This is an optimization exercise on Yosys and OpenROAD, whose aim is small area and a short achievable clock period, not a production implementation.
Only simulation tests tie the RTL to the original design; equivalence was not proved.

Setup of run 1:
==> flow/design.v <==
package idct_pkg;
  localparam int W_COEF = 25;
  localparam logic MODE_4X4 = 1'b0;
  localparam logic MODE_8X8 = 1'b1;
  localparam int LEN_4X4 = 16;
  localparam int LEN_8X8 = 64;
endpackage
module idct_coef_cell (
  input  logic clk,
  input  logic ld,
  input  logic keep,
  input  logic dn,
  output logic q
);
  always_ff @(posedge clk) begin
    q <= ~((q | ld) & (dn | keep));
  end
endmodule
module idct_coef_ao3 (
  input  logic [2:0] d,
  input  logic [2:0] s,
  output logic       yn
);
  assign yn = ~|(d & s);
endmodule
module idct_coef_wdec (
  input  logic be,
  input  logic a,
  input  logic b,
  output logic ld,
  output logic keep
);
  assign keep = ~(be & a & b);
  assign ld   = ~keep;
endmodule
module idct_coef_ao2 (
  input  logic [1:0] d,
  input  logic [1:0] s,
  output logic       yn
);
  assign yn = ~|(d & s);
endmodule
module idct_coef_nand3 (
  input  logic [2:0] a,
  output logic       y
);
  assign y = ~&a;
endmodule
module idct_coef_nand4 (
  input  logic [3:0] a,
  output logic       y
);
  assign y = ~&a;
endmodule
module idct_coef_nor2 (
  input  logic [1:0] a,
  output logic       y
);
  assign y = ~|a;
endmodule
module idct_coef_orn (
  input  logic a,
  input  logic bn,
  output logic y
);
  assign y = a | ~bn;
endmodule
module idct_coef_sel32
#(
  parameter int W = idct_pkg::W_COEF
) (
  input  logic               clk,
  input  logic               reset,
  input  logic [31:0][W-1:0] d,
  input  logic               adv,
  input  logic               wrap,
  output logic [W-1:0]       y
);
  logic [31:0] sel;
  always_ff @(posedge clk or negedge reset) begin
    if (!reset) sel <= 32'd1;
    else if (wrap) sel <= 32'd1;
    else if (adv)  sel <= {sel[30:0], sel[31]};
  end
  for (genvar b = 0; b < W; b++) begin : g_bit
    logic [10:0] tn;
    logic [2:0]  p;
    logic        pn;
    for (genvar k = 0; k < 10; k++) begin : g_term
      idct_coef_ao3 u_ao3 (
        .d  ({d[3*k+2][b], d[3*k+1][b], d[3*k][b]}),
        .s  (sel[3*k +: 3]),
        .yn (tn[k])
      );
    end
    idct_coef_ao2 u_ao2 (
      .d  ({d[31][b], d[30][b]}),
      .s  (sel[31:30]),
      .yn (tn[10])
    );
    for (genvar k = 0; k < 2; k++) begin : g_nand
      idct_coef_nand4 u_nand (
        .a (tn[4*k +: 4]),
        .y (p[k])
      );
    end
    idct_coef_nand3 u_nand3 (
      .a (tn[10:8]),
      .y (p[2])
    );
    idct_coef_nor2 u_nor (
      .a (p[1:0]),
      .y (pn)
    );
    idct_coef_orn u_orn (
      .a  (p[2]),
      .bn (pn),
      .y  (y[b])
    );
  end
endmodule
module idct_coef_bank
#(
  parameter int W = idct_pkg::W_COEF
) (
  input  logic                clk,
  input  logic                reset,
  input  logic                we,
  input  logic                wbank,
  input  logic [5:0]          waddr,
  input  logic [W-1:0]        wdn,
  input  logic                radv,
  input  logic                rwrap,
  output logic [3:0][W-1:0]   rquart
);
  logic [127:0][W-1:0] word;
  logic [1:0]          be;
  logic [7:0]          a_hi;
  logic [7:0]          a_lo;
  assign be = {we & wbank, we & ~wbank};
  always_comb begin
    for (int j = 0; j < 8; j++) a_hi[j] = (waddr[5:3] == 3'(j));
    for (int j = 0; j < 8; j++) a_lo[j] = (waddr[2:0] == 3'(j));
  end
  for (genvar i = 0; i < 128; i++) begin : g_word
    logic ld;
    logic keep;
    idct_coef_wdec u_dec (
      .be   (be[i / 64]),
      .a    (a_hi[(i / 8) % 8]),
      .b    (a_lo[i % 8]),
      .ld   (ld),
      .keep (keep)
    );
    for (genvar b = 0; b < W; b++) begin : g_bit
      idct_coef_cell u_cell (
        .clk  (clk),
        .ld   (ld),
        .keep (keep),
        .dn   (wdn[b]),
        .q    (word[i][b])
      );
    end
  end
  for (genvar q = 0; q < 4; q++) begin : g_quart
    idct_coef_sel32 #(.W(W)) u_sel (
      .clk   (clk),
      .reset (reset),
      .d     (word[q*32 +: 32]),
      .adv   (radv),
      .wrap  (rwrap),
      .y     (rquart[q])
    );
  end
endmodule
module idct_coef_oreg (
  input  logic clk,
  input  logic reset,
  input  logic d,
  output logic q
);
  always_ff @(posedge clk or negedge reset) begin
    if (!reset) q <= 1'b1;
    else        q <= d;
  end
endmodule
module idct_coef_tx
#(
  parameter int W   = idct_pkg::W_COEF,
  parameter int GAP = 1
) (
  input  logic         clk,
  input  logic         reset,
  input  logic         wr_en,
  input  logic [5:0]   wr_addr,
  input  logic [W-1:0] wr_data,
  input  logic         commit,
  input  logic         commit_mode,
  output logic         commit_ready,
  output logic [W-1:0] seq_out,
  output logic         seq_mode,
  output logic         seq_valid,
  output logic         seq_first,
  output logic         seq_last,
  output logic         busy
);
  localparam logic [5:0] LAST_4X4 = 6'(idct_pkg::LEN_4X4 - 1);
  localparam logic [5:0] LAST_8X8 = 6'(idct_pkg::LEN_8X8 - 1);
  logic [1:0]   full;
  logic [1:0]   bmode;
  logic         wb;
  logic         rb;
  logic [5:0]   cnt;
  logic         st_send;
  logic         st_gap;
  logic         ready_q;
  logic         busy_q;
  logic         nrb;
  logic [5:0]   ncnt;
  logic         nadv;
  logic         nwrap;
  logic [3:0]   qsel;
  logic         phase;
  logic [3:0][W-1:0] quart;
  logic         byp_hit;
  logic [W-1:0] byp_data;
  logic [3:0][W-1:0] rquart;
  logic [W-1:0] rd_raw;
  logic [W-1:0] rd_data;
  logic         wr_ok;
  logic         cm_ok;
  logic         go;
  logic         cur_mode;
  logic         is_last;
  logic [1:0]   full_n;
  logic [1:0]   bmode_n;
  logic         wb_n;
  logic         rb_n;
  logic [5:0]   cnt_n;
  logic         send_n;
  logic         gap_n;
  logic         go_n;
  logic         last_n;
  logic         nrb_n;
  logic [5:0]   ncnt_n;
  idct_coef_oreg u_ready_o (
    .clk   (clk),
    .reset (reset),
    .d     (~full_n[wb_n]),
    .q     (commit_ready)
  );
  assign busy         = busy_q;
  assign wr_ok = wr_en & ready_q;
  assign cm_ok = commit & ready_q;
  assign go       = st_send | (~st_gap & full[rb]);
  assign cur_mode = bmode[rb];
  assign is_last  = cnt == ((cur_mode == idct_pkg::MODE_8X8) ?
                            LAST_8X8 : LAST_4X4);
  idct_coef_bank #(.W(W)) u_bank (
    .clk    (clk),
    .reset  (reset),
    .we     (wr_ok),
    .wbank  (wb),
    .waddr  (wr_addr),
    .wdn    (wr_data ^ {W{phase}}),
    .radv   (nadv),
    .rwrap  (nwrap),
    .rquart (rquart)
  );
  always_comb begin
    rd_raw = '0;
    for (int q = 0; q < 4; q++) rd_raw = rd_raw | (quart[q] & {W{qsel[q]}});
    rd_data = byp_hit ? byp_data : (rd_raw ^ {W{~phase}});
  end
  always_comb begin
    full_n  = full;
    bmode_n = bmode;
    wb_n    = wb;
    rb_n    = rb;
    cnt_n   = cnt;
    send_n  = 1'b0;
    gap_n   = 1'b0;
    if (cm_ok) begin
      full_n[wb]  = 1'b1;
      bmode_n[wb] = commit_mode;
      wb_n        = ~wb;
    end
    if (go) begin
      if (is_last) begin
        full_n[rb] = 1'b0;
        rb_n       = ~rb;
        cnt_n      = 6'd0;
        gap_n      = 1'b1;
      end else begin
        cnt_n      = cnt + 6'd1;
        send_n     = 1'b1;
      end
    end
  end
  always_comb begin
    go_n   = go ? ~is_last : (full[rb] | (cm_ok & (wb == rb)));
    last_n = go & ~is_last &
             (ncnt == ((cur_mode == idct_pkg::MODE_8X8) ?
                       LAST_8X8 : LAST_4X4));
    nadv   = go_n & ~last_n;
    nwrap  = last_n;
    nrb_n  = nwrap ? ~nrb : nrb;
    ncnt_n = nwrap ? 6'd0 : nadv ? ncnt + 6'd1 : ncnt;
  end
  always_ff @(posedge clk) begin
    if (phase) phase <= 1'b0;
    else       phase <= 1'b1;
  end
  always_ff @(posedge clk) begin
    quart    <= rquart;
    byp_data <= wr_data;
  end
  always_ff @(posedge clk or negedge reset) begin
    if (!reset) begin
      full      <= '0;
      bmode     <= '0;
      wb        <= 1'b0;
      rb        <= 1'b0;
      cnt       <= '0;
      nrb       <= 1'b0;
      ncnt      <= '0;
      qsel      <= 4'd1;
      st_send   <= 1'b0;
      st_gap    <= 1'b0;
      ready_q   <= 1'b1;
      busy_q    <= 1'b0;
      byp_hit   <= 1'b0;
      seq_out   <= '0;
      seq_mode  <= 1'b0;
      seq_valid <= 1'b0;
      seq_first <= 1'b0;
      seq_last  <= 1'b0;
    end else begin
      full    <= full_n;
      bmode   <= bmode_n;
      wb      <= wb_n;
      rb      <= rb_n;
      cnt     <= cnt_n;
      nrb     <= nrb_n;
      ncnt    <= ncnt_n;
      for (int q = 0; q < 4; q++)  qsel[q] <= ({nrb, ncnt[5]} == 2'(q));
      st_send <= send_n;
      st_gap  <= gap_n;
      ready_q <= ~full_n[wb_n];
      busy_q  <= (|full_n) | send_n | gap_n;
      byp_hit <= wr_ok & ({wb, wr_addr} == {nrb, ncnt});
      if (go) begin
        seq_out   <= rd_data;
        seq_valid <= 1'b1;
        seq_first <= (cnt == 6'd0);
        seq_last  <= is_last;
        seq_mode  <= cur_mode;
      end else begin
        seq_out   <= '0;
        seq_valid <= 1'b0;
        seq_first <= 1'b0;
        seq_last  <= 1'b0;
      end
    end
  end
endmodule
clock: 4.0 ns
lec_check: 0
cap_margin: 20
core_margin: 2
core_utilization: 40
cts_cluster_diameter: 60
cts_cluster_size: 30
setup_slack_margin: 1.6
slew_margin: 20
synth_hierarchical: 1
synth_minimum_keep_size: 0
run.sh (not shown) runs the stock make flow with config.mk's settings and CLKGATE_MAP_FILE= SYNTH_SCRIPT=/design/flow/synth_recipe.tcl, a recipe that flattens the netlist after the stock synthesis.
diff inputs: run 1 => run 2
# run 1
export LEC_CHECK = 0
export CAP_MARGIN = 20
export CORE_MARGIN = 2
export CORE_UTILIZATION = 40
export CTS_CLUSTER_DIAMETER = 60
export CTS_CLUSTER_SIZE = 30
export SETUP_SLACK_MARGIN = 1.6
export SLEW_MARGIN = 20
export SYNTH_HIERARCHICAL = 1
export SYNTH_MINIMUM_KEEP_SIZE = 0
create_clock -name core_clock -period 4.0 [get_ports {clk}]
# run 2
export LEC_CHECK = 0
export CAP_MARGIN = 20
export CORE_MARGIN = 2
export CORE_UTILIZATION = 40
export CTS_CLUSTER_DIAMETER = 60
export CTS_CLUSTER_SIZE = 30
export SETUP_SLACK_MARGIN = 1.68
export SLEW_MARGIN = 20
export SYNTH_HIERARCHICAL = 1
export SYNTH_MINIMUM_KEEP_SIZE = 0
create_clock -name core_clock -period 4.0 [get_ports {clk}]
==> flow/flow/run.sh (new file) <==
#!/bin/bash
set -euo pipefail
export BUFFER_PORTS_ARGS="-buffer_cell sky130_fd_sc_hd__buf_4"
bash standard.sh > flow_make.log 2>&1
==> flow/standard.sh (new file) <==
#!/bin/bash
# synth_recipe.tcl (not shown) runs the flow's synth.tcl, then flattens the netlist and writes it again
# the make line also repeats each setting of config.mk as NAME=value (left out here)
make -C /OpenROAD-flow-scripts/flow DESIGN_CONFIG=/design/flow/config.mk WORK_HOME=/design/flow/orfs CLKGATE_MAP_FILE= SYNTH_SCRIPT=/design/flow/synth_recipe.tcl "${@:-finish}"
removed: flow/run.sh
## What came out
- Summary of run 2 over run 1: clock skew fell by 10 ps; via count rose by about 0.56%; first-pass GRT wire length rose by 1.3%; footprint of the flip-flops and latches stayed essentially flat.

port drivers added, routing unchanged:
Ports are ideal in the flow. The routed layouts listed here were re-timed in OpenROAD. Step 1 (the two cells are an assumption about what drives the block):
set clk [get_ports {clk}]
set_driving_cell -lib_cell sky130_fd_sc_hd__clkbuf_16 $clk
set_driving_cell -lib_cell sky130_fd_sc_hd__buf_2 [delete_from_list [all_inputs] $clk]
Step 2 moves the port delays by t, midway between the first and last clock arrival at a register: inputs arrive t later, outputs are due t later. That takes back most of the time a late clock gives input paths. a / b / c = no drivers / after step 1 / after step 2; a / b = the first two.
run	t (ns)	setup WS [ns]	hold slack, ns	latest minus earliest clock arrival (ns)	worst slew at a driven data input, ns
run 1	1.021	1.364 / 1.364 / 0.649	0.448 / 0.368 / 0.448	0.100 / 0.100	0.14
run 2	1.006	1.416 / 1.416 / 0.789	0.039 / -0.020 / 0.447	0.076 / 0.076	0.16
After both steps setup and hold are still met in every run listed. The setup slack of run 1, which loses most, moves by 0.000 ns with the drivers and by -0.715 ns with both steps.
